Context: an optimization exercise on an open-source flow, tuned for small area, a short achievable clock period and few clock cycles per item. The choices shown serve that exercise and are no tape-out recipe. RTL that was checked went through simulation tests only; none was proved equivalent to the original. No functional check of the RTL was part of runs 4 and 5. Power is estimated from default activity; no workload was simulated.

==> flow/design.v <==
package fshl_pkg;
	localparam int TEMP_W      = 10;
	localparam int LEVEL_W     = 3;
	localparam int RPM_W       = 16;
	localparam int CFG_IDX_W   = 3;
	localparam int CFG_DATA_W  = 64;
	localparam int NUM_REGS    = 7;
	localparam int LEVELS_DEF  = 7;
	localparam int BYTE_W      = 8;
	localparam int RPM_LSB     = 48;
	localparam int ON_CPU_LSB  = 0;
	localparam int ON_REG_LSB  = 8;
	localparam int ON_CHG_LSB  = 16;
	localparam int OFF_CPU_LSB = 24;
	localparam int OFF_REG_LSB = 32;
	localparam int OFF_CHG_LSB = 40;
	typedef logic signed [TEMP_W-1:0] temp_t;
	typedef logic [CFG_DATA_W-1:0]    level_word_t;
	typedef logic [RPM_W-1:0]         rpm_t;
	function automatic logic [1:0] ucmp(input logic [TEMP_W-1:0] a, input logic [TEMP_W-1:0] b,
	                                    input int n);
		logic [15:0] g, e;
		for (int i = 0; i < 16; i++) begin
			if (i < n) begin
				g[i] = a[i] & ~b[i];
				e[i] = a[i] | ~b[i];
			end else begin
				g[i] = 1'b0;
				e[i] = 1'b1;
			end
		end
		for (int l = 0; l < 4; l++) begin
			for (int k = 0; k < (8 >> l); k++) begin
				g[k] = g[2*k+1] | (e[2*k+1] & g[2*k]);
				e[k] = g[2*k+1] | (e[2*k+1] & e[2*k]);
			end
		end
		ucmp = {g[0], e[0]};
	endfunction
	function automatic logic [1:0] scmp(input temp_t a, input temp_t b);
		scmp = ucmp({~a[TEMP_W-1], a[TEMP_W-2:0]}, {~b[TEMP_W-1], b[TEMP_W-2:0]}, TEMP_W);
	endfunction
	function automatic logic t_hi(input temp_t t);
		t_hi = ~t[9] & (t[8] | t[7]);
	endfunction
	function automatic logic t_lo(input temp_t t);
		t_lo = t[9] & ~(t[8] & t[7]);
	endfunction
	function automatic logic t_pos(input temp_t t);
		t_pos = ~t[9] & (|t[8:0]);
	endfunction
	function automatic logic [TEMP_W-1:0] t_byte(input temp_t t);
		t_byte = {2'b00, ~t[7], t[6:0]};
	endfunction
	function automatic logic [TEMP_W-1:0] b_byte(input logic [BYTE_W-1:0] b);
		b_byte = {2'b00, ~b[7], b[6:0]};
	endfunction
	function automatic logic gt_b(input temp_t t, input logic [BYTE_W-1:0] b);
		logic [1:0] c;
		c = ucmp(t_byte(t), b_byte(b), BYTE_W);
		gt_b = t_hi(t) | (~t_lo(t) & c[1]);
	endfunction
	function automatic logic lt_b(input temp_t t, input logic [BYTE_W-1:0] b);
		logic [1:0] c;
		c = ucmp(b_byte(b), t_byte(t), BYTE_W);
		lt_b = t_lo(t) | (~t_hi(t) & c[1]);
	endfunction
endpackage
module fshl_lane #(
	parameter bit DOWN = 1'b0
) (
	input  fshl_pkg::temp_t       t_cpu,
	input  fshl_pkg::temp_t       t_reg,
	input  fshl_pkg::temp_t       t_chg,
	input  logic [23:0]           pts,
	output logic                  hit
);
	if (DOWN) begin : g_dn
		assign hit = fshl_pkg::lt_b(t_cpu, pts[7:0]) && fshl_pkg::lt_b(t_reg, pts[15:8]) &&
		             fshl_pkg::lt_b(t_chg, pts[23:16]);
	end else begin : g_up
		assign hit = fshl_pkg::gt_b(t_cpu, pts[7:0]) ||
		             (fshl_pkg::gt_b(t_reg, pts[15:8]) && fshl_pkg::gt_b(t_chg, pts[23:16]));
	end
endmodule
module fshl_merge #(
	parameter int LEVELS = fshl_pkg::LEVELS_DEF,
	parameter int LW     = $clog2(LEVELS)
) (
	input  logic [LW-1:0]       lv_now,
	input  logic                fell,
	input  logic                rose,
	input  logic [LEVELS-1:0]   up_vec,
	input  logic [LEVELS-1:0]   dn_vec,
	output logic [LW-1:0]       lv_next
);
	logic [LW-1:0] lv_up;
	logic [LW-1:0] lv_dn;
	always_comb begin
		lv_up = LW'(LEVELS - 1);
		for (int j = LEVELS - 2; j >= 0; j--) begin
			if ((LW'(j) >= lv_now) && !up_vec[j]) begin
				lv_up = LW'(j);
			end
		end
	end
	always_comb begin
		lv_dn = '0;
		for (int j = 1; j < LEVELS; j++) begin
			if ((LW'(j) <= lv_now) && !dn_vec[j]) begin
				lv_dn = LW'(j);
			end
		end
	end
	always_comb begin
		if (fell) begin
			lv_next = lv_dn;
		end else if (rose) begin
			lv_next = lv_up;
		end else begin
			lv_next = lv_now;
		end
	end
endmodule
module fan_step_hysteresis_level #(
	parameter int LEVELS = fshl_pkg::LEVELS_DEF
) (
	input  logic                           clk,
	input  logic                           arst_n,
	input  logic                           in_valid,
	output logic                           in_stall,
	input  fshl_pkg::temp_t                cpu_temp,
	input  fshl_pkg::temp_t                temp_regulator,
	input  fshl_pkg::temp_t                charger_temp,
	input  logic                           powered,
	output logic                           out_valid,
	input  logic                           out_stall,
	output logic [fshl_pkg::RPM_W-1:0]     target_rpm,
	output logic [fshl_pkg::LEVEL_W-1:0]   fan_level,
	input  logic                           cfg_valid,
	output logic                           cfg_ready,
	input  logic [fshl_pkg::CFG_IDX_W-1:0] cfg_index,
	input  logic [fshl_pkg::CFG_DATA_W-1:0] cfg_data
);
	localparam int LW = $clog2(LEVELS);
	fshl_pkg::level_word_t level_reg_q [LEVELS];
	logic [LEVELS-1:0]     level_ok_q;
	fshl_pkg::temp_t last_cpu_q, last_reg_q, last_chg_q;
	logic            last_ok_q;
	logic              s1_valid_q;
	logic              s1_fell_q, s1_rose_q;
	logic [LEVELS-1:0] s1_up_q, s1_dn_q;
	logic              s1_up_zero_q, s1_dn_zero_q;
	logic           s2_valid_q;
	logic [LW-1:0]  level_now_q;
	logic           out_valid_q;
	logic [LW-1:0]  fan_level_q;
	fshl_pkg::rpm_t rpm_q;
	logic              in_acc, push, o_hold, s2_hold, s1_hold;
	logic              full_q;
	logic              fell, rose, fell_l, rose_l, fell_0, rose_0;
	logic              up_zero, dn_zero;
	logic [LEVELS-1:0] up_vec, dn_vec, s1_up_m, s1_dn_m;
	logic [1:0]        cmp_cpu, cmp_reg, cmp_chg;
	logic [LW-1:0]     lv_next;
	fshl_pkg::rpm_t    rpm_next;
	assign cfg_ready = 1'b1;
	assign o_hold    = out_valid_q && out_stall;
	assign s2_hold   = s2_valid_q && o_hold;
	assign s1_hold   = s1_valid_q && s2_hold;
	assign in_stall  = full_q && out_stall;
	assign in_acc    = in_valid && !in_stall;
	assign push      = in_acc && powered;
	for (genvar i = 0; i < LEVELS; i++) begin : g_tbl
		always_ff @(posedge clk) begin
			if (cfg_valid && (int'(cfg_index) == i)) begin
				level_reg_q[i] <= cfg_data;
			end
		end
	end
	always_ff @(posedge clk or negedge arst_n) begin
		if (!arst_n) begin
			level_ok_q <= '0;
		end else if (cfg_valid) begin
			for (int i = 0; i < LEVELS; i++) begin
				if (int'(cfg_index) == i) begin
					level_ok_q[i] <= 1'b1;
				end
			end
		end
	end
	always_ff @(posedge clk) begin
		if (push) begin
			last_cpu_q <= cpu_temp;
			last_reg_q <= temp_regulator;
			last_chg_q <= charger_temp;
		end
	end
	always_ff @(posedge clk or negedge arst_n) begin
		if (!arst_n) begin
			last_ok_q <= 1'b0;
		end else if (push) begin
			last_ok_q <= 1'b1;
		end
	end
	assign cmp_cpu = fshl_pkg::scmp(cpu_temp, last_cpu_q);
	assign cmp_reg = fshl_pkg::scmp(temp_regulator, last_reg_q);
	assign cmp_chg = fshl_pkg::scmp(charger_temp, last_chg_q);
	assign fell_l  = !cmp_cpu[0] || !cmp_reg[0] || !cmp_chg[0];
	assign rose_l  = cmp_cpu[1] || cmp_reg[1] || cmp_chg[1];
	assign fell_0  = cpu_temp[9] || temp_regulator[9] || charger_temp[9];
	assign rose_0  = fshl_pkg::t_pos(cpu_temp) || fshl_pkg::t_pos(temp_regulator) ||
	                 fshl_pkg::t_pos(charger_temp);
	assign fell    = last_ok_q ? fell_l : fell_0;
	assign rose    = last_ok_q ? rose_l : rose_0;
	assign up_zero = fshl_pkg::t_pos(cpu_temp) ||
	                 (fshl_pkg::t_pos(temp_regulator) && fshl_pkg::t_pos(charger_temp));
	assign dn_zero = cpu_temp[9] && temp_regulator[9] && charger_temp[9];
	for (genvar g = 0; g < LEVELS; g++) begin : g_lane
		if (g < LEVELS - 1) begin : g_up
			fshl_lane #(.DOWN(1'b0)) u_up (
				.t_cpu    (cpu_temp),
				.t_reg    (temp_regulator),
				.t_chg    (charger_temp),
				.pts      (level_reg_q[g][23:0]),
				.hit      (up_vec[g])
			);
		end else begin : g_up_none
			assign up_vec[g] = 1'b0;
		end
		if (g > 0) begin : g_dn
			fshl_lane #(.DOWN(1'b1)) u_dn (
				.t_cpu    (cpu_temp),
				.t_reg    (temp_regulator),
				.t_chg    (charger_temp),
				.pts      (level_reg_q[g][47:24]),
				.hit      (dn_vec[g])
			);
		end else begin : g_dn_none
			assign dn_vec[g] = 1'b0;
		end
	end
	always_ff @(posedge clk or negedge arst_n) begin
		if (!arst_n) begin
			s1_valid_q <= 1'b0;
		end else if (!s1_hold) begin
			s1_valid_q <= push;
		end
	end
	always_ff @(posedge clk or negedge arst_n) begin
		if (!arst_n) begin
			full_q <= 1'b0;
		end else begin
			full_q <= (s1_hold || push) && (s2_hold || s1_valid_q) && (o_hold || s2_valid_q);
		end
	end
	always_ff @(posedge clk) begin
		if (!s1_hold) begin
			s1_fell_q <= fell;
			s1_rose_q <= rose;
			s1_up_q   <= up_vec;
			s1_dn_q   <= dn_vec;
			s1_up_zero_q <= up_zero;
			s1_dn_zero_q <= dn_zero;
		end
	end
	for (genvar g = 0; g < LEVELS; g++) begin : g_mask
		assign s1_up_m[g] = level_ok_q[g] ? s1_up_q[g] : s1_up_zero_q;
		assign s1_dn_m[g] = level_ok_q[g] ? s1_dn_q[g] : s1_dn_zero_q;
	end
	fshl_merge #(
		.LEVELS (LEVELS),
		.LW     (LW)
	) u_merge (
		.lv_now  (level_now_q),
		.fell    (s1_fell_q),
		.rose    (s1_rose_q),
		.up_vec  (s1_up_m),
		.dn_vec  (s1_dn_m),
		.lv_next (lv_next)
	);
	always_ff @(posedge clk or negedge arst_n) begin
		if (!arst_n) begin
			s2_valid_q  <= 1'b0;
			level_now_q <= '0;
		end else if (!s2_hold) begin
			s2_valid_q <= s1_valid_q;
			if (s1_valid_q) begin
				level_now_q <= lv_next;
			end
		end
	end
	always_comb begin
		rpm_next = '0;
		for (int i = 0; i < LEVELS; i++) begin
			if ((LW'(i) == level_now_q) && level_ok_q[i]) begin
				rpm_next = level_reg_q[i][fshl_pkg::RPM_LSB +: fshl_pkg::RPM_W];
			end
		end
	end
	always_ff @(posedge clk or negedge arst_n) begin
		if (!arst_n) begin
			out_valid_q <= 1'b0;
		end else if (!o_hold) begin
			out_valid_q <= s2_valid_q;
		end
	end
	always_ff @(posedge clk) begin
		if (!o_hold && s2_valid_q) begin
			rpm_q       <= rpm_next;
			fan_level_q <= level_now_q;
		end
	end
	assign out_valid  = out_valid_q;
	assign target_rpm = rpm_q;
	assign fan_level  = fshl_pkg::LEVEL_W'(fan_level_q);
endmodule
==> flow/flow/run.sh <==
#!/bin/bash
# Own layout flow: the standard layout (standard.sh, with its unchanged synthesis)
# run with extra ORFS settings, in a config file that includes the standard flow's config.mk:
#  - the port buffers that global placement inserts start as buf_1 instead of the default
#    buffer (repair still resizes any of them where slew, load or timing needs it);
#  - clock tree synthesis with the clustering of config.mk and no dummy loads.
# The make run's full output goes to flow_make.log in this folder.
set -euo pipefail
here=$(pwd)
{
	echo "include $here/config.mk"
	echo "export BUFFER_PORTS_ARGS = -buffer_cell sky130_fd_sc_hd__buf_1"
	echo "export CTS_ARGS = -sink_clustering_enable -repair_clock_nets -sink_clustering_size 28 -sink_clustering_max_diameter 70 -buf_list sky130_fd_sc_hd__clkbuf_16 -dont_use_dummy_load"
} > "$here/flow_config.mk"
sed "s#DESIGN_CONFIG=[^ ]*#DESIGN_CONFIG=$here/flow_config.mk#" standard.sh > own_standard.sh
bash own_standard.sh > flow_make.log 2>&1
==> flow/standard.sh <==
#!/bin/bash
# synth_recipe.tcl (not shown) runs the flow's synth.tcl, then flattens the netlist and writes it again
# the make line also repeats each setting of config.mk as NAME=value (left out here)
make -C /OpenROAD-flow-scripts/flow DESIGN_CONFIG=/design/flow/config.mk WORK_HOME=/design/flow/orfs CLKGATE_MAP_FILE= SYNTH_SCRIPT=/design/flow/synth_recipe.tcl "${@:-finish}"
==> flow/config.mk <==
export PLATFORM = sky130hd
export DESIGN_NAME = fan_step_hysteresis_level
export DESIGN_NICKNAME = fan_step_hysteresis_level
export VERILOG_FILES = /design/flow/design.v
export SDC_FILE = /design/flow/constraint.sdc
export NUM_CORES = 4
export LEC_CHECK = 0
export CAP_MARGIN = 20
export CORE_MARGIN = 2
export CORE_UTILIZATION = 40
export CTS_BUF_LIST = sky130_fd_sc_hd__clkbuf_16
export CTS_CLUSTER_DIAMETER = 70
export CTS_CLUSTER_SIZE = 28
export SETUP_SLACK_MARGIN = 2.9
export SLEW_MARGIN = 20
==> flow/constraint.sdc <==
create_clock -name core_clock -period 5.0 [get_ports {clk}]
set_input_delay 1.0000 -clock core_clock [delete_from_list [all_inputs] [get_ports {clk}]]
set_output_delay 1.0000 -clock core_clock [all_outputs]
set_load 0.01 [all_outputs]
==> impl_metrics.toml, run 1 <==
[status]
status = "finished clean"

[worst_setup_path]
reg2reg_from = "level_reg_q[3][8]"
r2r_cells = 7
cp_data_arrival_time_ns = 2.92
end_kind = "flop"
path_max_fanout = 4
r2r-end = "s1_up_q[3]"
r2r_slack_ns = 2.61
required_ns = 5.40
crit_type = "in2reg"
startpoint_type = "primary input"

[routing]
ant_nets = 0
vias_per_cell = 5.60
wire_per_inst_um = 23.0
vias = 13000
drt_iter0_markers = 1252
drt_wl_total_um = 53500
dr.pass1.iters = 6
drc = 0

[clocking]
cts_num_sinks = 480
holdBufCountCts = 0
h-tree-depth = 1
clk_pin_slew_ns = 0.10
clockBufferDepth = 3
cts_root_buf = "clkbuf_16"
cts_tree = "built"
cts_inserted_buffers = 28
insertion_delay_ns = 0.59

[worst_hold_path]
min_path_cells = 1
min_to = "out_valid_q"
hold_class = "reg2reg"
hold_path_startpoint = "s2_valid_q"

[synth]
synth_seq_cells = 480
synthCells = 1446
synth.net_count = 1549
synthArstFlopShare_pct = 3.13
synth_area_per_cell_um2 = 14.3
synth-edff-count = 465
ys_types = 71
ys.warnings.count = 6
synth_area_um2 = 20600
yosys_most_used_dff = "edfxtp_1"
seq_area_frac_synth_pct = 69.5

[timing]
drv_slew = 0
rsz0062_at_grt = "yes"
timing.hold.ws_ns = 0.492
fin_ws_ns = 2.48
fin_crit_sh_pct = 50.3
tightest_slew_ns = 0.966
min_period_ns = 2.52
setup_viol = 0
skew_ns = 0.0428
max_slew_margin_pct = 35.6
hold_viol = 0
finalSetupTns_ns = 0
fmax_ghz = 0.398

[grt]
overflow = 0
grt_pass1_wl_um = 80800
use_met1_pct = 28.2
grt_busiest_layer = "met2"
antenna_found_initial = 5
grt_pass1_vias = 13000
use_met2_pct = 32.4
met3_usage_pct = 2.99
grtUsageTotal_pct = 19.9
grt_max_degree = 66

[cells_and_area]
regArea_um2 = 14300
num-fill-cells = 4438
drive_gt1_share_pct = 24.3
area_delta_synth_final_pct = 18.7
diodes = 0
final_common_cell = "edfxtp_1"
multi_input_area_um2 = 6460
layout.nets = 1748
mostFrequentLayoutCells = "465 x edfxtp_1, 90 x buf_4, 79 x buf_1"

[power_and_ir_drop]
switching_share_pct = 24.5
power.density_nw_per_um2 = 329
p_seq_share_pct = 58.5
intPower_mw = 6.09
p_total_mw = 8.06
pwr-share-clk_pct = 27.3
comb_power_share_pct = 14.2
power.leakage_nw = 8.00
p_switching_mw = 1.97
vdd_drop_max_mv = 0.242

[flow_run]
maxCapViolCount = 0

[placement]
pre_cts_ws_ns = 1.23
place.gp.congestion = 0.840
dpl.hpwl_um = 34200
port_buffers = 123

[die]
ios = 125
die_w_um = 231
core_area_um2 = 51200
initial_utilization_pct = 40.3
die_area_um2 = 53400
rows = 83
die_y_um = 231
-- flip-flops by register name, summed over array words and instances, names as in the netlist --
| register | count |
|---|---|
| last_ok_q | 1 |
| rpm_q | 16 |
| last_cpu_q | 10 |
| fan_level_q | 3 |
| full_q | 1 |
| level_reg_q | 400 |
| s1_dn_zero_q | 1 |
| s1_fell_q | 1 |
| s1_valid_q | 1 |
| level_now_q | 3 |
| s1_up_q | 6 |
| s1_dn_q | 6 |
| out_valid_q | 1 |
| s1_up_zero_q | 1 |
| last_reg_q | 10 |
| s1_rose_q | 1 |
| last_chg_q | 10 |
| level_ok_q | 7 |
| s2_valid_q | 1 |
-- routing by layer --
metal | part of all wire [%] | wire length (µm)
met1 | 45 | 24000
met2 | 47 | 25000
met3 | 6.0 | 3210
met4 | 2.2 | 1170
met5 | 0.12 | 63
-- cell type report --
class | count | area share, %
clock buffers | 28 | 2.86
repair buffers | 239 | 7.07
flip-flops and latches | 480 | 58.6
multi-input cells | 814 | 26.4
inverters | 82 | 1.69
well taps | 680 | 3.47
-- worst max path at each step --
stage / start / depth (start not counted) / endpoint / slack, ns
global placement: temp_regulator[6] / 8 / s1_up_q[3] / 1.23
detailed placement: temp_regulator[6] / 8 / s1_up_q[3] / 1.23
finish: charger_temp[0] / 9 / s1_up_q[3] / 2.48
CTS: charger_temp[0] / 9 / s1_dn_q[2] / 2.50
floorplan: cfg_valid / 2 / level_reg_q[4][0] / 1.95
global route: charger_temp[0] / 9 / s1_dn_q[2] / 2.50
-- critical path, stage by stage --
cell	delay (ns)
buf_8	0.08
buf_6	0.11
nand2b_1	0.06
maj3_2	0.31
maj3_2	0.30
maj3_2	0.31
a31oi_1	0.35
o211ai_1	0.27
o31ai_1	0.13
-- power by group through the flow --
stage	Sequential (mW)	Combinational (mW)	Clock (mW)
after floorplan	4.78	0.612	0
after global placement	4.81	0.936	0
after detailed placement	4.81	0.950	0
after CTS	4.72	1.07	2.25
after global routing	4.73	1.25	2.39
final	4.71	1.14	2.20
-- metrics by stage --
step / cells / utilization (%) / instance area [µm²]
after CTS: 2300 / 47.1 / 24100
after detailed placement: 2206 / 43.4 / 22200
after floorplan: 1446 / - / 21000
after global routing: 2323 / 47.8 / 24500
after global placement: 2206 / 43.4 / 22200
final: 2323 / 47.8 / 24500
-- Yosys cell counts (4+ instances only) --
cell / number / area share (%)
nand3_1: 20 / 0.49
o211ai_1: 18 / 0.65
o31ai_1: 9 / 0.33
a31oi_1: 24 / 0.73
o221ai_1: 12 / 0.51
a22oi_1: 42 / 1.5
dfrtp_1: 15 / 1.8
buf_2: 5 / 0.12
a221oi_1: 9 / 0.38
nor2_1: 50 / 0.91
a222oi_1: 8 / 0.39
a221o_1: 18 / 0.87
clkbuf_1: 55 / 1.0
a211o_1: 4 / 0.17
maj3_2: 20 / 1.1
nand2b_1: 59 / 1.8
a2111oi_0: 6 / 0.25
clkinv_1: 4 / 0.073
or2_2: 9 / 0.27
inv_2: 4 / 0.073
a21boi_0: 5 / 0.18
o22ai_1: 25 / 0.76
o2111ai_1: 5 / 0.21
nand2_1: 62 / 1.1
o21ai_0: 39 / 0.95
nor3b_1: 4 / 0.15
and3_1: 5 / 0.15
a32oi_1: 5 / 0.21
edfxtp_1: 465 / 68
a21oi_1: 51 / 1.2
nor3_1: 17 / 0.41
a41o_1: 6 / 0.29
o21ai_1: 5 / 0.12
nor2b_1: 60 / 1.8
maj3_1: 125 / 6.1
mux2i_1: 6 / 0.29
a211oi_1: 24 / 0.87
nor4_1: 6 / 0.18
inv_1: 74 / 1.3
buf_1: 9 / 0.16
-- kinds of logic after synthesis --
logic type      Yosys count  synth area share, %
mux                       6                0.291
buf+inv                 153                 2.87
other cells               1               0.0182
fa+ha+maj               145                 7.15
flops                   480                 69.5
compound gates          351                 12.2
simple gates            310                 7.98
-- what timing repair did --
item	4_1_cts	5_1_grt
setup endpoints to repair	229	124
setup buffers	62	22
pin swaps	53	38
gates cloned	4	1
gates resized for setup	185	61
Testbench counts, summed over its fixed seeds: cycles 4,822, items 4,255.
==> inputs of run 2 (changes only) <==
--- a/flow/config.mk
+++ b/flow/config.mk
@@ -6,5 +6,5 @@
 export NUM_CORES = 4
 export LEC_CHECK = 0
-export CAP_MARGIN = 20
+export CAP_MARGIN = 5
 export CORE_MARGIN = 2
 export CORE_UTILIZATION = 40
@@ -12,4 +12,4 @@
 export CTS_CLUSTER_DIAMETER = 70
 export CTS_CLUSTER_SIZE = 28
-export SETUP_SLACK_MARGIN = 2.9
-export SLEW_MARGIN = 20
+export SETUP_SLACK_MARGIN = 3.0
+export SLEW_MARGIN = 5
==> run 2 against run 1 <==
- sequential share of layout area decreased by 0.10 points
- utilization increased by 0.083 points
- combinational power about the same
- critical path depth decreased by 1
- design area increased by 0.17%
- clock skew decreased by 0.0073 ns
- still clean on timing, DRC and antenna
- routed wire length increased by 1.7%
- clock power increased by 3%
- largest power group unchanged
- flip-flop and latch count unchanged
==> impl_metrics.toml, run 2 <==
[cells_and_area]
reg_top3 = "level_reg_q: 400 flops, rpm_q: 16 flops"
diodes = 0
largest_reg_flops = 400
mostFrequentLayoutCells = "465 x edfxtp_1, 97 x buf_4, 78 x buf_1"
layout.nets = 1747
num-fill-cells = 4391
fin_area_um2 = 24500
area_delta_synth_final_pct = 18.9
final_common_cell = "edfxtp_1"
drive_gt1_share_pct = 24.1
regMostFlops = "level_reg_q"

[timing]
fmax_ghz = 0.421
hold_viol = 0
max_slew_margin_pct = 31.3
fin_crit_sh_pct = 47.5
skew_ns = 0.0355
drv_slew = 0
timing.hold.ws_ns = 0.483
min_period_ns = 2.38
fin_ws_ns = 2.62
finalSetupTns_ns = 0
rsz0062_at_grt = "yes"
setup_viol = 0
tightest_slew_ns = 1.03

[worst_setup_path]
path_cells = "buf_12, nand2b_4, maj3_2, maj3_2, maj3_2, o21ai_4, o211ai_1, a31oi_2"
r2r-end = "s1_dn_q[2]"
path_max_fanout = 6
reg2reg_from = "level_reg_q[2][40]"
r2r_cells = 7
crit_slowest_cell = "maj3_2"
end_kind = "flop"
critPathMostFrequentCell = "maj3_2"
required_ns = 5.39
r2r_slack_ns = 2.68
cp_data_arrival_time_ns = 2.76
startpoint_type = "primary input"
path_buf_inv = 1
critPathTopFamily = "adder cells"
crit_type = "in2reg"
slowest_delay_ns = 0.35

[synth]
synth-edff-count = 465
synth_area_per_cell_um2 = 14.3
synthArstFlopShare_pct = 3.13
synth_top_area_share_pct = 67.7
ys_top_cells_by_area = "edfxtp_1 68%, maj3_1 6.1%, dfrtp_1 1.8%"
yosys_most_used_dff = "edfxtp_1"
synth_top_family_by_area = "compound AO/OA/AOI/OAI gates"
synth.net_count = 1549
synth_area_um2 = 20600
synthCells = 1446
synth_simple_gate_area_share_pct = 7.98
synth-compound-area-share_pct = 12.2
synthAdderAreaFrac_pct = 7.15
synth_commonest_cells = "465 x edfxtp_1, 125 x maj3_1, 74 x inv_1"
synth_top_cell_by_area = "edfxtp_1"
ys_types = 71
seq_area_frac_synth_pct = 69.5
synth_seq_cells = 480
ys.warnings.count = 6
synthMuxAreaShare_pct = 0.291
synth_most_common_cell = "edfxtp_1"
synthXorXnorAreaFrac_pct = 0

[grt]
grt_pass1_vias = 13000
use_met2_pct = 32.8
grtUsageTotal_pct = 20.0
grt_busiest_layer = "met2"
antenna_found_initial = 3
overflow = 0
grt_max_degree = 66
grt_pass1_wl_um = 81300
met3_usage_pct = 2.41
use_met1_pct = 28.5

[routing]
dr.pass1.iters = 6
vias_per_cell = 5.64
drt_iter0_markers = 1290
wire_per_inst_um = 23.4
vias = 13100
ant_nets = 0
drc = 0
drt_wl_total_um = 54400

[clocking]
h-tree-depth = 1
clockBufferDepth = 3
cts_inserted_buffers = 29
insertion_delay_ns = 0.60
cts_tree = "built"
holdBufCountCts = 0
cts_num_sinks = 480
clk_pin_slew_ns = 0.08
cts_root_buf = "clkbuf_16"

[power_and_ir_drop]
power.leakage_nw = 8.00
p_total_mw = 8.12
power.density_nw_per_um2 = 331
vdd_drop_max_mv = 0.239

[die]
die_area_um2 = 53400
rows = 83
core_area_um2 = 51200
die_y_um = 231
die_w_um = 231
ios = 125
initial_utilization_pct = 40.3

[worst_hold_path]
hold_class = "in2async"

[placement]
port_buffers = 123
placed_area_um2 = 22200
place.gp.congestion = 0.867
pre_cts_ws_ns = 1.14
dpl.hpwl_um = 34700

[flow_run]
maxCapViolCount = 0

[status]
status = "finished clean"
-- run 2: cell types whose count changed in the layout (fill, tap and decap cells not counted), sizes merged --
cell,previous run,this run
buf,218,215
inv,69,66
clkinvlp,10,12
bufbuf,0,1
clkinv,3,4
nor2,51,52
-- run 2: what timing repair did --
item	in CTS	in global routing
gates cloned	4	1
setup buffers	59	26
endpoints found under the setup margin	336	110
resized for setup	190	64
pin swaps	43	40
-- run 2: final cells by class --
cell class	instances	area [µm²]	area share, %
Sequential cell	480	14300	58.5
Multi-Input combinational cell	815	6480	26.4
Timing Repair Buffer	236	1700	6.91
Tap cell	680	851	3.47
Clock buffer	29	726	2.96
Inverter	82	439	1.79
-- run 2: cells by family after synthesis --
logic type	Yosys count
DFF	480
adders and majority gates	145
muxes	6
buffers and inverters	153
other	1
AOI/OAI and AO/OA	351
and+or+nand+nor	310
-- run 2: through the flow --
stage                     std cells  util (%)
after floorplan                1446         -
after global placement         2203      43.4
after detailed placement       2203      43.4
after CTS                      2295      47.0
after global routing           2322      47.9
final                          2322      47.9
-- run 2: per-layer routing --
metal	part of all wire (%)	wire, µm	up-vias
li1	-	-	6015
met3	5.6	3030	76
met1	45	24500	6597
met2	47	25500	410
met5	0.048	26	-
met4	2.4	1330	4
-- run 2: power by group --
group	internal (mW)	leakage, nW	switching, mW	total [mW]
registers	4.62	4.42	0.0980	4.72
logic	0.467	3.22	0.664	1.13
clock network	1.02	0.357	1.24	2.27
-- run 2: how the worst max path moves through the flow --
stage,startpoint,end,slack [ns],cells after the start
floorplan,cfg_valid,level_reg_q[4][0],1.95,2
global placement,cpu_temp[7],s1_up_q[3],1.01,6
detailed placement,cpu_temp[9],s1_up_q[3],1.14,6
CTS,temp_regulator[7],s1_up_q[3],2.60,10
global route,temp_regulator[7],s1_up_q[3],2.58,10
finish,temp_regulator[0],s1_dn_q[5],2.62,8
-- run 2: worst register-to-register path: stages (launching register included) --
cell	delay (ns)
edfxtp_1	0.38
nor2b_4	0.13
maj3_2	0.30
maj3_2	0.30
maj3_2	0.30
maj3_2	0.32
a211oi_2	0.22
a211oi_1	0.07
==> inputs of run 3 (changes only) <==
==> flow/run.sh (new file) <==
#!/bin/bash
# synth_recipe.tcl (not shown) runs the flow's synth.tcl, then flattens the netlist and writes it again
# the make line also repeats each setting of config.mk as NAME=value (left out here)
make -C /OpenROAD-flow-scripts/flow DESIGN_CONFIG=/design/flow/config.mk WORK_HOME=/design/flow/orfs CLKGATE_MAP_FILE= SYNTH_SCRIPT=/design/flow/synth_recipe.tcl finish
--- a/flow/config.mk
+++ b/flow/config.mk
@@ -6,10 +6,10 @@
 export NUM_CORES = 4
 export LEC_CHECK = 0
-export CAP_MARGIN = 5
+export CAP_MARGIN = 20
 export CORE_MARGIN = 2
 export CORE_UTILIZATION = 40
 export CTS_BUF_LIST = sky130_fd_sc_hd__clkbuf_16
-export CTS_CLUSTER_DIAMETER = 70
-export CTS_CLUSTER_SIZE = 28
+export CTS_CLUSTER_DIAMETER = 60
+export CTS_CLUSTER_SIZE = 24
 export SETUP_SLACK_MARGIN = 3.0
-export SLEW_MARGIN = 5
+export SLEW_MARGIN = 20
removed: flow/flow/run.sh
removed: flow/standard.sh
==> run 3 against run 2 <==
- still clean
- design area up 7.4%
- total power up 12%
- die area unchanged
- global-route usage grew 0.66 points
- fmax shrank 1.6%
- combinational power is 11% higher
- largest cell class unchanged
==> impl_metrics.toml, run 3 <==
[worst_setup_path]
end_kind = "flop"
crit_slowest_cell = "o32ai_4"
path_max_fanout = 6
critPathMostFrequentCell = "maj3_2"
required_ns = 5.41
r2r_slack_ns = 2.65
crit_type = "in2reg"
cp_data_arrival_time_ns = 2.82
critPathTopFamily = "adder cells"
path_cells = "buf_4, nor2b_1, maj3_2, maj3_2, maj3_2, o32ai_4, o2111ai_4, o211ai_1"
path_buf_inv = 1
startpoint_type = "primary input"
slowest_delay_ns = 0.36

[cells_and_area]
fin_cells = 2398
final_common_cell = "edfxtp_1"
drive_gt1_share_pct = 29.3
fin_area_um2 = 26300
reg_top3 = "level_reg_q: 400 flops, rpm_q: 16 flops"
mostFrequentLayoutCells = "465 x edfxtp_1, 111 x buf_4, 80 x maj3_2"
num-fill-cells = 4270
regMostFlops = "level_reg_q"
area_delta_synth_final_pct = 27.7
diodes = 0
largest_reg_flops = 400
layout.nets = 1793

[grt]
overflow = 0
grt_pass1_wl_um = 83200
grt_max_degree = 66
grtUsageTotal_pct = 20.7
antenna_found_initial = 0
grt_pass1_vias = 13400

[routing]
drt_wl_total_um = 55400
wire_per_inst_um = 23.1
drt_iter0_markers = 1219
dr.pass1.iters = 5
drc = 0
vias = 13500
ant_nets = 0
vias_per_cell = 5.64

[timing]
max_slew_margin_pct = 40.7
rsz0062_at_grt = "yes"
hold_viol = 0
fmax_ghz = 0.414
min_period_ns = 2.41
drv_slew = 0
fin_crit_sh_pct = 48.3
tightest_slew_ns = 0.888
finalSetupTns_ns = 0
setup_viol = 0
skew_ns = 0.0268

[clocking]
cts_tree = "built"
cts_inserted_buffers = 36
holdBufCountCts = 0
h-tree-depth = 2
cts_root_buf = "clkbuf_16"
insertion_delay_ns = 0.59
cts_num_sinks = 480
clk_pin_slew_ns = 0.08
clockBufferDepth = 3

[placement]
port_buffers = 123
placed_area_um2 = 23000
place_inst = 2209
dpl.hpwl_um = 33300
place.gp.congestion = 0.859

[synth]
yosys_most_used_dff = "edfxtp_1"
synth.net_count = 1549
synth_area_per_cell_um2 = 14.3
synth_area_um2 = 20600
synth_commonest_cells = "465 x edfxtp_1, 125 x maj3_1, 74 x inv_1"
synthCells = 1446
synth-edff-count = 465
synth_most_common_cell = "edfxtp_1"
seq_area_frac_synth_pct = 69.5
synth_top_cell_by_area = "edfxtp_1"
synth_top_area_share_pct = 67.7
synthArstFlopShare_pct = 3.13
ys_top_cells_by_area = "edfxtp_1 68%, maj3_1 6.1%, dfrtp_1 1.8%"
ys.warnings.count = 6
ys_types = 71
synth_seq_cells = 480

[die]
rows = 83
die_area_um2 = 53400
core_area_um2 = 51200
initial_utilization_pct = 40.3
ios = 125
die_y_um = 231
die_w_um = 231

[flow_run]
maxCapViolCount = 0

[power_and_ir_drop]
vdd_drop_max_mv = 0.169
power.leakage_nw = 8.85
power.density_nw_per_um2 = 344

[status]
status = "finished clean"

[worst_hold_path]
hold_class = "reg2reg"
## run 3: changes by cell type in the layout (fill, tap and decap cells not counted), sizes merged
| cell | previous run | this run |
|---|---|---|
| buf | 215 | 190 |
| clkbuf | 49 | 41 |
| dlygate4sd2 | 0 | 3 |
| clkdlybuf4s50 | 0 | 68 |
| clkdlybuf4s15 | 0 | 3 |
| clkinvlp | 12 | 17 |
| nor2 | 52 | 50 |
| bufbuf | 1 | 7 |
| inv | 66 | 87 |
| clkinv | 4 | 9 |
## run 3: metrics by stage
step | hold WS (ns) | utilization (%) | setup slack (ns) | total power, mW
final | 0.498 | 51.5 | 2.59 | 9.07
after global routing | 0.529 | 51.5 | 2.53 | 9.40
after CTS | 0.503 | 50.7 | 2.54 | 9.09
after detailed placement | 0.481 | 44.9 | 1.01 | 5.86
after global placement | 0.462 | 44.9 | 1.06 | 5.84
after floorplan | 0.423 | - | 1.95 | 5.40
## run 3: cells by family (layout without fill, tap and decap cells)
| kind of cell | count (synthesis) | in the layout | share of synthesized area (%) |
|---|---|---|---|
| adders and majority gates | 145 | 145 | 7.15 |
| and+or+nand+nor | 310 | 310 | 7.98 |
| buffers and inverters | 153 | 425 | 2.87 |
| DFF | 480 | 480 | 69.5 |
| muxes | 6 | 6 | 0.291 |
| other | 1 | 1 | 0.0182 |
| AOI/OAI and AO/OA | 351 | 351 | 12.2 |
## run 3: metal layers
layer  part of all wire [%]  track usage, %
met3                    6.8            3.30
met2                     47            33.8
met5                      0               0
met4                    2.0            4.64
met1                     44            29.2
## run 3: layout make-up
type	instances	area (µm²)	area share (%)
sequential	480	14300	54.4
multi-input combinational	813	6650	25.2
timing repair buffer	274	2800	10.6
clock buffer	38	951	3.61
tap	680	851	3.23
inverter	82	424	1.61
clock inverter	28	313	1.19
timing repair inverter	3	20.0	0.0760
## run 3: report_power, final
group / leakage (nW) / internal [mW] / total [mW] / switching [mW]
logic: 3.83 / 0.560 / 1.25 / 0.689
registers: 4.42 / 4.62 / 4.71 / 0.0917
clock network: 0.603 / 1.50 / 3.11 / 1.61
total: 8.85 / 6.68 / 9.07 / 2.39
## run 3: worst paths after layout
check / from / end / depth (start not counted)
max in group asynchronous: arst_n / level_now_q[1] / 1
min in group asynchronous: arst_n / level_ok_q[0] / 1
hold reg to reg: s2_valid_q / out_valid_q / 1
setup / recovery: charger_temp[3] / s1_up_q[1] / 8
setup reg to reg: level_reg_q[2][40] / s1_dn_q[2] / 7
hold / removal: s2_valid_q / out_valid_q / 1
## run 3: repair_timing
item,in CTS,in global routing
setup buffers,92,18
pin swaps,75,59
endpoints found under the setup margin,508,120
cloned,12,1
gates resized for setup,454,68
## run 3: worst reg2reg max path, delay by kind of cell, from the launching register on
kind	cells	cell delay (ns)
fa+ha+maj	4	1.25
compound gates	2	0.31
simple gates	1	0.14
flops	1	0.38
==> inputs of run 4 (changes only) <==
--- a/flow/design.v
+++ b/flow/design.v
@@ -53,16 +53,22 @@
 		t_byte = {2'b00, ~t[7], t[6:0]};
 	endfunction
-	function automatic logic [TEMP_W-1:0] b_byte(input logic [BYTE_W-1:0] b);
-		b_byte = {2'b00, ~b[7], b[6:0]};
+	function automatic level_word_t level_enc(input level_word_t w);
+		level_word_t r;
+		r = w;
+		for (int f = 0; f < 3; f++) begin
+			r[8*f +: 8]      = {w[8*f + 7], ~w[8*f +: 7]};
+			r[24 + 8*f +: 8] = {~w[24 + 8*f + 7], w[24 + 8*f +: 7]};
+		end
+		level_enc = r;
 	endfunction
-	function automatic logic gt_b(input temp_t t, input logic [BYTE_W-1:0] b);
+	function automatic logic gt_s(input temp_t t, input logic [BYTE_W-1:0] s);
 		logic [1:0] c;
-		c = ucmp(t_byte(t), b_byte(b), BYTE_W);
-		gt_b = t_hi(t) | (~t_lo(t) & c[1]);
+		c = ucmp(t_byte(t), {2'b00, ~s}, BYTE_W);
+		gt_s = t_hi(t) | (~t_lo(t) & c[1]);
 	endfunction
-	function automatic logic lt_b(input temp_t t, input logic [BYTE_W-1:0] b);
+	function automatic logic lt_s(input temp_t t, input logic [BYTE_W-1:0] s);
 		logic [1:0] c;
-		c = ucmp(b_byte(b), t_byte(t), BYTE_W);
-		lt_b = t_lo(t) | (~t_hi(t) & c[1]);
+		c = ucmp({2'b00, s}, t_byte(t), BYTE_W);
+		lt_s = t_lo(t) | (~t_hi(t) & c[1]);
 	endfunction
 endpackage
@@ -77,9 +83,9 @@
 );
 	if (DOWN) begin : g_dn
-		assign hit = fshl_pkg::lt_b(t_cpu, pts[7:0]) && fshl_pkg::lt_b(t_reg, pts[15:8]) &&
-		             fshl_pkg::lt_b(t_chg, pts[23:16]);
+		assign hit = fshl_pkg::lt_s(t_cpu, pts[7:0]) && fshl_pkg::lt_s(t_reg, pts[15:8]) &&
+		             fshl_pkg::lt_s(t_chg, pts[23:16]);
 	end else begin : g_up
-		assign hit = fshl_pkg::gt_b(t_cpu, pts[7:0]) ||
-		             (fshl_pkg::gt_b(t_reg, pts[15:8]) && fshl_pkg::gt_b(t_chg, pts[23:16]));
+		assign hit = fshl_pkg::gt_s(t_cpu, pts[7:0]) ||
+		             (fshl_pkg::gt_s(t_reg, pts[15:8]) && fshl_pkg::gt_s(t_chg, pts[23:16]));
 	end
 endmodule
@@ -175,5 +181,5 @@
 		always_ff @(posedge clk) begin
 			if (cfg_valid && (int'(cfg_index) == i)) begin
-				level_reg_q[i] <= cfg_data;
+				level_reg_q[i] <= fshl_pkg::level_enc(cfg_data);
 			end
 		end
==> flow/flow/run.sh (new file) <==
#!/bin/bash
# Own layout flow: the standard layout (standard.sh, with its unchanged synthesis)
# run with one extra ORFS setting, in a config file that includes the standard flow's config.mk:
# the port buffers that global placement inserts start as buf_1 instead of the default
# buffer (repair still resizes any of them where slew, load or timing needs it).
# The make run's full output goes to flow_make.log in this folder.
set -euo pipefail
here=$(pwd)
{
	echo "include $here/config.mk"
	echo "export BUFFER_PORTS_ARGS = -buffer_cell sky130_fd_sc_hd__buf_1"
} > "$here/flow_config.mk"
sed "s#DESIGN_CONFIG=[^ ]*#DESIGN_CONFIG=$here/flow_config.mk#" standard.sh > own_standard.sh
bash own_standard.sh > flow_make.log 2>&1
==> flow/standard.sh (new file) <==
#!/bin/bash
# synth_recipe.tcl (not shown) runs the flow's synth.tcl, then flattens the netlist and writes it again
# the make line also repeats each setting of config.mk as NAME=value (left out here)
make -C /OpenROAD-flow-scripts/flow DESIGN_CONFIG=/design/flow/config.mk WORK_HOME=/design/flow/orfs CLKGATE_MAP_FILE= SYNTH_SCRIPT=/design/flow/synth_recipe.tcl "${@:-finish}"
--- a/flow/config.mk
+++ b/flow/config.mk
@@ -10,6 +10,6 @@
 export CORE_UTILIZATION = 40
 export CTS_BUF_LIST = sky130_fd_sc_hd__clkbuf_16
-export CTS_CLUSTER_DIAMETER = 60
-export CTS_CLUSTER_SIZE = 24
+export CTS_CLUSTER_DIAMETER = 70
+export CTS_CLUSTER_SIZE = 28
 export SETUP_SLACK_MARGIN = 3.0
 export SLEW_MARGIN = 20
removed: flow/run.sh
==> run 4 against run 3 <==
- still clean
- register-to-register slack lost 0.24 ns
- hold slack lost 0.025 ns
- total power shrank 3.2%
- sequential share of layout area grew 4.9 points
- setup slack lost 0.21 ns
- highest routed layer is now met5
==> impl_metrics.toml, run 4 <==
[synth]
synth_top_cell_by_area = "edfxtp_1"
ys_top_cells_by_area = "edfxtp_1 68%, maj3_1 4.1%, a22oi_1 2.0%"
synth.net_count = 1602
synth_area_um2 = 20600
synth_top_area_share_pct = 67.9
synth_most_common_cell = "edfxtp_1"
synthCells = 1499
seq_area_frac_synth_pct = 69.7
ys_types = 68
yosys_most_used_dff = "edfxtp_1"
synth_seq_cells = 480
synth_area_per_cell_um2 = 13.7
synth-edff-count = 465
synth_commonest_cells = "465 x edfxtp_1, 84 x maj3_1, 80 x a21oi_1"
ys.warnings.count = 6
synthArstFlopShare_pct = 3.13

[grt]
grt_pass1_wl_um = 81900
grt_max_degree = 53
grt_pass1_vias = 13200
antenna_found_initial = 3
overflow = 0
grtUsageTotal_pct = 20.1

[placement]
dpl.hpwl_um = 35600
pre_cts_ws_ns = 1.25
place.gp.congestion = 0.923
place_inst = 2262
port_buffers = 123

[timing]
rsz0062_at_grt = "yes"
min_period_ns = 2.62
fmax_ghz = 0.382
hold_viol = 0
drv_slew = 0
fin_ws_ns = 2.38
setup_viol = 0
finalSetupTns_ns = 0
timing.hold.ws_ns = 0.472
skew_ns = 0.0215
max_slew_margin_pct = 30.1
tightest_slew_ns = 1.05
fin_crit_sh_pct = 52.4

[cells_and_area]
final_common_cell = "edfxtp_1"
drive_gt1_share_pct = 18.3
regMostFlops = "level_reg_q"
fin_cells = 2356
layout.nets = 1754
area_delta_synth_final_pct = 17.5
reg_top3 = "level_reg_q: 400 flops, rpm_q: 16 flops"
mostFrequentLayoutCells = "465 x edfxtp_1, 85 x buf_1, 75 x nand2_1"
largest_reg_flops = 400

[die]
rows = 83
core_area_um2 = 51100
ios = 125
die_area_um2 = 53300
die_y_um = 231
die_w_um = 231
initial_utilization_pct = 40.3

[clocking]
insertion_delay_ns = 0.63
h-tree-depth = 1
cts_num_sinks = 480
clockBufferDepth = 3
clk_pin_slew_ns = 0.10
holdBufCountCts = 0
cts_root_buf = "clkbuf_16"
cts_tree = "built"
cts_inserted_buffers = 30

[power_and_ir_drop]
switching_share_pct = 26.0
p_seq_share_pct = 53.8
vdd_drop_max_mv = 0.359
intPower_mw = 6.50
comb_power_share_pct = 12.1
power.density_nw_per_um2 = 363
pwr-share-clk_pct = 34.1
power.leakage_nw = 7.89
p_switching_mw = 2.28

[worst_setup_path]
path_buf_inv = 2
path_max_fanout = 10
required_ns = 5.38
cp_data_arrival_time_ns = 3.00
critPathMostFrequentCell = "maj3_2"
slowest_delay_ns = 0.31
path_cells = "buf_6, inv_6, maj3_2, maj3_2, maj3_2, maj3_2, maj3_2, o311a_1"
critPathTopFamily = "adder cells"
crit_slowest_cell = "maj3_2"
end_kind = "flop"
startpoint_type = "primary input"
crit_type = "in2reg"

[routing]
drt_wl_total_um = 53600
ant_nets = 0
wire_per_inst_um = 22.8
vias = 13500
dr.pass1.iters = 6
drt_iter0_markers = 1342
drc = 0
vias_per_cell = 5.75

[status]
status = "finished clean"

[flow_run]
maxCapViolCount = 0

[worst_hold_path]
hold_class = "in2async"
## run 4: final timing paths
kind                                          from        endpoint  slack [ns]  cells after the start
worst min register to register          s2_valid_q     out_valid_q        0.49                      1
min in group core_clock                 s2_valid_q     out_valid_q        0.49                      1
worst min-delay path                        arst_n  level_now_q[0]        0.47                      1
worst max register to register  level_reg_q[1][32]      s1_dn_q[1]        2.41                      7
max in group asynchronous                   arst_n  level_now_q[2]        3.89                      1
worst max-delay path             temp_regulator[1]      s1_dn_q[1]        2.38                      8
## run 4: through the flow
step                      power (mW)  utilization (%)  instance area [µm²]
after floorplan                 5.41                -                20900
after global placement          5.76             43.3                22100
after detailed placement        5.78             43.3                22100
after CTS                       8.79             46.7                23900
after global routing            9.10             47.3                24200
final                           8.78             47.3                24200
## run 4: layout make-up
cell class | count | area [µm²]
multi-input combinational | 866 | 6170
clock buffer | 30 | 751
sequential | 480 | 14300
antenna | 1 | 2.50
clock inverter | 26 | 443
inverter | 76 | 347
tap | 680 | 851
fill | 4460 | 26900
timing repair buffer | 197 | 1270
## run 4: power groups by stage
stage          Combinational, mW  Sequential (mW)  Clock, mW
6_report                    1.06             4.72       3.00
2_1_floorplan              0.622             4.79          0
5_1_grt                     1.16             4.75       3.19
4_1_cts                     1.01             4.73       3.05
3_5_place_dp               0.956             4.82          0
3_3_place_gp               0.942             4.81          0
## run 4: routing by layer
metal	track usage [%]	part of all wire, %	vias up
li1	-	-	6230
met1	27.0	42	6737
met2	33.1	48	465
met3	3.11	6.0	110
met4	7.26	3.7	4
met5	0	0.050	-
## run 4: kinds of logic (layout without fill, tap and decap cells)
group	Yosys count	after routing	share of synthesized area, %
AND/OR/NAND/NOR	323	324	7.78
flip-flops	480	480	69.7
AO/OA/AOI/OAI	446	446	14.9
other	1	2	0.0182
adder cells (fa/ha/maj)	89	89	4.36
buffers and inverters	154	329	2.92
multiplexers	6	6	0.292
## run 4: timing repair
item                       4_1_cts  5_1_grt
pin swaps                       31       16
setup buffers                   19       16
resized for setup              123       60
setup endpoints to repair      279       52
gates cloned                     2        0
==> inputs of run 5 (changes only) <==
--- a/flow/design.v
+++ b/flow/design.v
@@ -53,22 +53,16 @@
 		t_byte = {2'b00, ~t[7], t[6:0]};
 	endfunction
-	function automatic level_word_t level_enc(input level_word_t w);
-		level_word_t r;
-		r = w;
-		for (int f = 0; f < 3; f++) begin
-			r[8*f +: 8]      = {w[8*f + 7], ~w[8*f +: 7]};
-			r[24 + 8*f +: 8] = {~w[24 + 8*f + 7], w[24 + 8*f +: 7]};
-		end
-		level_enc = r;
+	function automatic logic [TEMP_W-1:0] b_byte(input logic [BYTE_W-1:0] b);
+		b_byte = {2'b00, ~b[7], b[6:0]};
 	endfunction
-	function automatic logic gt_s(input temp_t t, input logic [BYTE_W-1:0] s);
+	function automatic logic gt_b(input temp_t t, input logic [BYTE_W-1:0] b);
 		logic [1:0] c;
-		c = ucmp(t_byte(t), {2'b00, ~s}, BYTE_W);
-		gt_s = t_hi(t) | (~t_lo(t) & c[1]);
+		c = ucmp(t_byte(t), b_byte(b), BYTE_W);
+		gt_b = t_hi(t) | (~t_lo(t) & c[1]);
 	endfunction
-	function automatic logic lt_s(input temp_t t, input logic [BYTE_W-1:0] s);
+	function automatic logic lt_b(input temp_t t, input logic [BYTE_W-1:0] b);
 		logic [1:0] c;
-		c = ucmp({2'b00, s}, t_byte(t), BYTE_W);
-		lt_s = t_lo(t) | (~t_hi(t) & c[1]);
+		c = ucmp(b_byte(b), t_byte(t), BYTE_W);
+		lt_b = t_lo(t) | (~t_hi(t) & c[1]);
 	endfunction
 endpackage
@@ -83,9 +77,9 @@
 );
 	if (DOWN) begin : g_dn
-		assign hit = fshl_pkg::lt_s(t_cpu, pts[7:0]) && fshl_pkg::lt_s(t_reg, pts[15:8]) &&
-		             fshl_pkg::lt_s(t_chg, pts[23:16]);
+		assign hit = fshl_pkg::lt_b(t_cpu, pts[7:0]) && fshl_pkg::lt_b(t_reg, pts[15:8]) &&
+		             fshl_pkg::lt_b(t_chg, pts[23:16]);
 	end else begin : g_up
-		assign hit = fshl_pkg::gt_s(t_cpu, pts[7:0]) ||
-		             (fshl_pkg::gt_s(t_reg, pts[15:8]) && fshl_pkg::gt_s(t_chg, pts[23:16]));
+		assign hit = fshl_pkg::gt_b(t_cpu, pts[7:0]) ||
+		             (fshl_pkg::gt_b(t_reg, pts[15:8]) && fshl_pkg::gt_b(t_chg, pts[23:16]));
 	end
 endmodule
@@ -154,4 +148,6 @@
 	fshl_pkg::temp_t last_cpu_q, last_reg_q, last_chg_q;
 	logic            last_ok_q;
+	logic              s0_valid_q;
+	logic              s0_fell_q, s0_rose_q;
 	logic              s1_valid_q;
 	logic              s1_fell_q, s1_rose_q;
@@ -163,5 +159,5 @@
 	logic [LW-1:0]  fan_level_q;
 	fshl_pkg::rpm_t rpm_q;
-	logic              in_acc, push, o_hold, s2_hold, s1_hold;
+	logic              in_acc, push, o_hold, s2_hold, s1_hold, s0_hold;
 	logic              full_q;
 	logic              fell, rose, fell_l, rose_l, fell_0, rose_0;
@@ -175,4 +171,5 @@
 	assign s2_hold   = s2_valid_q && o_hold;
 	assign s1_hold   = s1_valid_q && s2_hold;
+	assign s0_hold   = s0_valid_q && s1_hold;
 	assign in_stall  = full_q && out_stall;
 	assign in_acc    = in_valid && !in_stall;
@@ -181,5 +178,5 @@
 		always_ff @(posedge clk) begin
 			if (cfg_valid && (int'(cfg_index) == i)) begin
-				level_reg_q[i] <= fshl_pkg::level_enc(cfg_data);
+				level_reg_q[i] <= cfg_data;
 			end
 		end
@@ -220,13 +217,13 @@
 	assign fell    = last_ok_q ? fell_l : fell_0;
 	assign rose    = last_ok_q ? rose_l : rose_0;
-	assign up_zero = fshl_pkg::t_pos(cpu_temp) ||
-	                 (fshl_pkg::t_pos(temp_regulator) && fshl_pkg::t_pos(charger_temp));
-	assign dn_zero = cpu_temp[9] && temp_regulator[9] && charger_temp[9];
+	assign up_zero = fshl_pkg::t_pos(last_cpu_q) ||
+	                 (fshl_pkg::t_pos(last_reg_q) && fshl_pkg::t_pos(last_chg_q));
+	assign dn_zero = last_cpu_q[9] && last_reg_q[9] && last_chg_q[9];
 	for (genvar g = 0; g < LEVELS; g++) begin : g_lane
 		if (g < LEVELS - 1) begin : g_up
 			fshl_lane #(.DOWN(1'b0)) u_up (
-				.t_cpu    (cpu_temp),
-				.t_reg    (temp_regulator),
-				.t_chg    (charger_temp),
+				.t_cpu    (last_cpu_q),
+				.t_reg    (last_reg_q),
+				.t_chg    (last_chg_q),
 				.pts      (level_reg_q[g][23:0]),
 				.hit      (up_vec[g])
@@ -237,7 +234,7 @@
 		if (g > 0) begin : g_dn
 			fshl_lane #(.DOWN(1'b1)) u_dn (
-				.t_cpu    (cpu_temp),
-				.t_reg    (temp_regulator),
-				.t_chg    (charger_temp),
+				.t_cpu    (last_cpu_q),
+				.t_reg    (last_reg_q),
+				.t_chg    (last_chg_q),
 				.pts      (level_reg_q[g][47:24]),
 				.hit      (dn_vec[g])
@@ -249,7 +246,13 @@
 	always_ff @(posedge clk or negedge arst_n) begin
 		if (!arst_n) begin
-			s1_valid_q <= 1'b0;
-		end else if (!s1_hold) begin
-			s1_valid_q <= push;
+			s0_valid_q <= 1'b0;
+		end else if (!s0_hold) begin
+			s0_valid_q <= push;
+		end
+	end
+	always_ff @(posedge clk) begin
+		if (!s0_hold) begin
+			s0_fell_q <= fell;
+			s0_rose_q <= rose;
 		end
 	end
@@ -258,13 +261,21 @@
 			full_q <= 1'b0;
 		end else begin
-			full_q <= (s1_hold || push) && (s2_hold || s1_valid_q) && (o_hold || s2_valid_q);
+			full_q <= (s0_hold || push) && (s1_hold || s0_valid_q) && (s2_hold || s1_valid_q) &&
+			          (o_hold || s2_valid_q);
+		end
+	end
+	always_ff @(posedge clk or negedge arst_n) begin
+		if (!arst_n) begin
+			s1_valid_q <= 1'b0;
+		end else if (!s1_hold) begin
+			s1_valid_q <= s0_valid_q;
 		end
 	end
 	always_ff @(posedge clk) begin
 		if (!s1_hold) begin
-			s1_fell_q <= fell;
-			s1_rose_q <= rose;
-			s1_up_q   <= up_vec;
-			s1_dn_q   <= dn_vec;
+			s1_fell_q    <= s0_fell_q;
+			s1_rose_q    <= s0_rose_q;
+			s1_up_q      <= up_vec;
+			s1_dn_q      <= dn_vec;
 			s1_up_zero_q <= up_zero;
 			s1_dn_zero_q <= dn_zero;
==> flow/flow/run.sh (replaced) <==
#!/bin/bash
# Own layout flow: the standard layout (standard.sh, with its unchanged synthesis)
# run with extra ORFS settings, in a config file that includes the standard flow's config.mk:
#  - the port buffers that global placement inserts start as buf_1 instead of the default
#    buffer (repair still resizes any of them where slew, load or timing needs it);
#  - clock tree synthesis with the clustering of config.mk and no dummy loads.
# The make run's full output goes to flow_make.log in this folder.
set -euo pipefail
here=$(pwd)
{
	echo "include $here/config.mk"
	echo "export BUFFER_PORTS_ARGS = -buffer_cell sky130_fd_sc_hd__buf_1"
	echo "export CTS_ARGS = -sink_clustering_enable -repair_clock_nets -sink_clustering_size 28 -sink_clustering_max_diameter 70 -buf_list sky130_fd_sc_hd__clkbuf_16 -dont_use_dummy_load"
} > "$here/flow_config.mk"
sed "s#DESIGN_CONFIG=[^ ]*#DESIGN_CONFIG=$here/flow_config.mk#" standard.sh > own_standard.sh
bash own_standard.sh > flow_make.log 2>&1
==> run 5 against run 4 <==
- clock power shrank 26%
- still clean on timing, DRC and antenna
- area after synthesis grew 1.4%
- critical path depth grew 2
- critical path type is now reg2reg
- sequential share of layout area shrank 0.78 points
- critical endpoint is now s1_up_q[0]
- flip-flop and latch count grew 3
- first-iteration DRC count grew 30%
- via count grew 3.8%
==> impl_metrics.toml, run 5 <==
[die]
die_w_um = 232
die_y_um = 232
initial_utilization_pct = 40.6
rows = 83
die_area_um2 = 54000
ios = 125
core_area_um2 = 51400

[timing]
timing.hold.ws_ns = 0.488
max_slew_margin_pct = 42.3
tightest_slew_ns = 0.865
hold_viol = 0
rsz0062_at_grt = "yes"
fmax_ghz = 0.406
fin_crit_sh_pct = 49.3
setup_viol = 0
min_period_ns = 2.46
drv_slew = 0
fin_ws_ns = 2.54
skew_ns = 0.0535
finalSetupTns_ns = 0

[power_and_ir_drop]
p_switching_mw = 2.16
p_total_mw = 8.33
switching_share_pct = 25.9
intPower_mw = 6.17
power.density_nw_per_um2 = 338
power.leakage_nw = 8.19
vdd_drop_max_mv = 0.228
comb_power_share_pct = 15.7
pwr-share-clk_pct = 26.6
p_seq_share_pct = 57.7

[worst_setup_path]
reg2reg_from = "last_reg_q[0]"
crit_type = "reg2reg"
critPathTopFamily = "compound AO/OA/AOI/OAI gates"
r2r_cells = 10
required_ns = 5.32
startpoint_type = "flop"
r2r-end = "s1_up_q[0]"
path_buf_inv = 3
slowest_delay_ns = 0.46
crit_slowest_cell = "edfxtp_1"
critPathMostFrequentCell = "buf_4"
path_max_fanout = 7
cp_data_arrival_time_ns = 2.78
r2r_slack_ns = 2.54
path_cells = "buf_12, buf_4, buf_4, nand2b_1, maj3_1, a21oi_1, a2111oi_0, o21ai_1, o211ai_1, o211ai_2"
end_kind = "flop"

[worst_hold_path]
min_to = "out_valid_q"
min_path_cells = 1
hold_class = "reg2reg"
hold_path_startpoint = "s2_valid_q"

[placement]
place.gp.congestion = 0.889
port_buffers = 123
place_inst = 2244
dpl.hpwl_um = 37000
placed_area_um2 = 22300
pre_cts_ws_ns = 1.85

[clocking]
clockBufferDepth = 3
clk_pin_slew_ns = 0.10
h-tree-depth = 1
cts_inserted_buffers = 28
cts_root_buf = "clkbuf_16"
insertion_delay_ns = 0.60
cts_num_sinks = 483
cts_tree = "built"

[synth]
synthCells = 1499
synthArstFlopShare_pct = 3.31
synth_top_area_share_pct = 67.2
yosys_most_used_dff = "edfxtp_1"
synth_top_cell_by_area = "edfxtp_1"
ys_top_cells_by_area = "edfxtp_1 67%, maj3_1 4.7%, dfrtp_1 1.9%"
ys_types = 71
synth_seq_cells = 483
seq_area_frac_synth_pct = 69.2
synth_most_common_cell = "edfxtp_1"
synth_area_per_cell_um2 = 13.9
synth.net_count = 1602
ys.warnings.count = 6
synth_commonest_cells = "467 x edfxtp_1, 98 x maj3_1, 81 x nand2_1"
synth_area_um2 = 20900
synth-edff-count = 467

[status]
status = "finished clean"

[routing]
drc = 0
drt_iter0_markers = 1751
route.met2.wl_um = 27700
dr.max_layer_used = "met5"
wire_per_inst_um = 24.6
ant_nets = 0
wl_met1_um = 25400
route.met3.wl_um = 3930
vias = 14100
vias_per_cell = 5.86
drt_wl_total_um = 59100
dr.pass1.iters = 6

[cells_and_area]
reg_top3 = "level_reg_q: 400 flops, rpm_q: 16 flops"
layout.nets = 1826
num-fill-cells = 4487
area_delta_synth_final_pct = 18.1
diodes = 0
regMostFlops = "level_reg_q"
mostFrequentLayoutCells = "467 x edfxtp_1, 119 x buf_4, 103 x buf_1"
fin_util_pct = 47.9
drive_gt1_share_pct = 23.0
largest_reg_flops = 400
final_common_cell = "edfxtp_1"
fin_cells = 2401
fin_area_um2 = 24600

[grt]
antenna_found_initial = 7
grt_pass1_vias = 13600
grt_pass1_wl_um = 88100
grtUsageTotal_pct = 21.8
overflow = 0
grt_max_degree = 66

[flow_run]
maxCapViolCount = 0
==> run 5: cell count changes after synthesis, moves of 15 or more <==
cell	previous run	this run
a211oi_1	17	32
a21oi_1	80	58
a22oi_1	56	29
a31oi_1	32	12
a41o_1	0	19
nand2b_1	28	52
nor2b_1	36	57
o211ai_1	32	10
o221ai_1	5	27
o22ai_1	29	14
==> run 5: area by class of cell <==
cell class	instances	area, µm²	share of cell area, %
Clock buffer	28	701	2.84
Inverter	80	358	1.45
Multi-Input combinational cell	864	6570	26.7
Sequential cell	483	14400	58.6
Tap cell	680	851	3.45
Timing Repair Buffer	264	1720	6.97
Timing Repair inverter	2	12.5	0.0508
==> run 5: worst max path at each step <==
stage | from | end | slack (ns) | cells past startpoint
4_1_cts | last_reg_q[0] | s1_up_q[0] | 2.54 | 10
6_report | last_reg_q[0] | s1_up_q[0] | 2.54 | 10
3_5_place_dp | cfg_index[0] | level_reg_q[3][43] | 1.85 | 4
5_1_grt | last_reg_q[0] | s1_dn_q[6] | 2.47 | 9
3_3_place_gp | cfg_index[1] | level_reg_q[3][40] | 1.92 | 4
2_1_floorplan | cfg_valid | level_reg_q[4][0] | 1.95 | 2
==> run 5: layer usage <==
metal / up-vias / global-route usage [%]
li1: 6322 / -
met1: 7069 / 30.4
met2: 544 / 34.8
met3: 116 / 3.55
met4: 14 / 6.91
met5: - / 0
==> run 5: cell families (layout without fill, tap and decap cells) <==
logic type	after synthesis	in the layout	synth area share, %
AOI/OAI and AO/OA	395	395	13.8
adders and majority gates	107	107	5.19
buffers and inverters	154	374	2.81
DFF	483	483	69.2
muxes	6	6	0.288
other	1	1	0.0180
and+or+nand+nor	353	355	8.78
==> run 5: power groups by stage <==
stage,logic [mW],registers [mW],clock network (mW)
5_1_grt,1.43,4.83,2.39
4_1_cts,1.23,4.81,2.26
3_3_place_gp,1.03,4.94,0
3_5_place_dp,1.05,4.95,0
2_1_floorplan,0.706,4.85,0
6_report,1.31,4.81,2.21
==> run 5: worst reg2reg max path, cell delays in order, from the launching register on <==
cell and delay [ns]:
edfxtp_1 0.46, buf_12 0.17, buf_4 0.13, buf_4 0.13, nand2b_1 0.06, maj3_1 0.16, a21oi_1 0.05, a2111oi_0 0.38
o21ai_1 0.25, o211ai_1 0.22, o211ai_2 0.17
==> run 5: what timing repair did <==
item	in CTS	in global routing
setup buffers	87	38
setup endpoints to repair	394	66
gates resized for setup	87	97
pin swaps	37	48
hold buffers	0	0
cloned	4	0

-- afterwards: timing with drivers on the ports --
Ports are ideal in the flow. The routed layouts listed here were re-timed in OpenROAD.
Step 1 (the two cells are an assumption about what drives the block):
set clk [get_ports {clk}]
set_driving_cell -lib_cell sky130_fd_sc_hd__clkbuf_16 $clk
set_driving_cell -lib_cell sky130_fd_sc_hd__buf_2 [delete_from_list [all_inputs] $clk]
Step 2 times the ports against the registers' clock, not the clock port: input delays grow and output delays shrink by t, the midpoint of the rising clock arrivals with the driver on.
Three values: ideal, step 1, step 2; two values: the first two.
run | t (ns) | setup WS [ns] | worst setup path at the end | clock arrival spread, ns | pins driven straight from the clock port
run 1 | 0.627 | 2.485 / 2.487 / 1.860 | input to register | 0.060 / 0.060 | 1
run 2 | 0.639 | 2.624 / 2.576 / 1.938 | input to register | 0.041 / 0.041 | 1
run 3 | 0.627 | 2.586 / 2.522 / 1.896 | input to register | 0.040 / 0.041 | 1
run 4 | 0.674 | 2.381 / 2.386 / 1.712 | input to register | 0.021 / 0.022 | 1
run 5 | 0.633 | 2.537 / 2.537 / 2.264 | input to register | 0.055 / 0.055 | 1
After both steps every run listed still meets setup and hold. The setup slack of run 3, which loses most, moves by -0.064 ns with the drivers and by -0.690 ns with both steps.
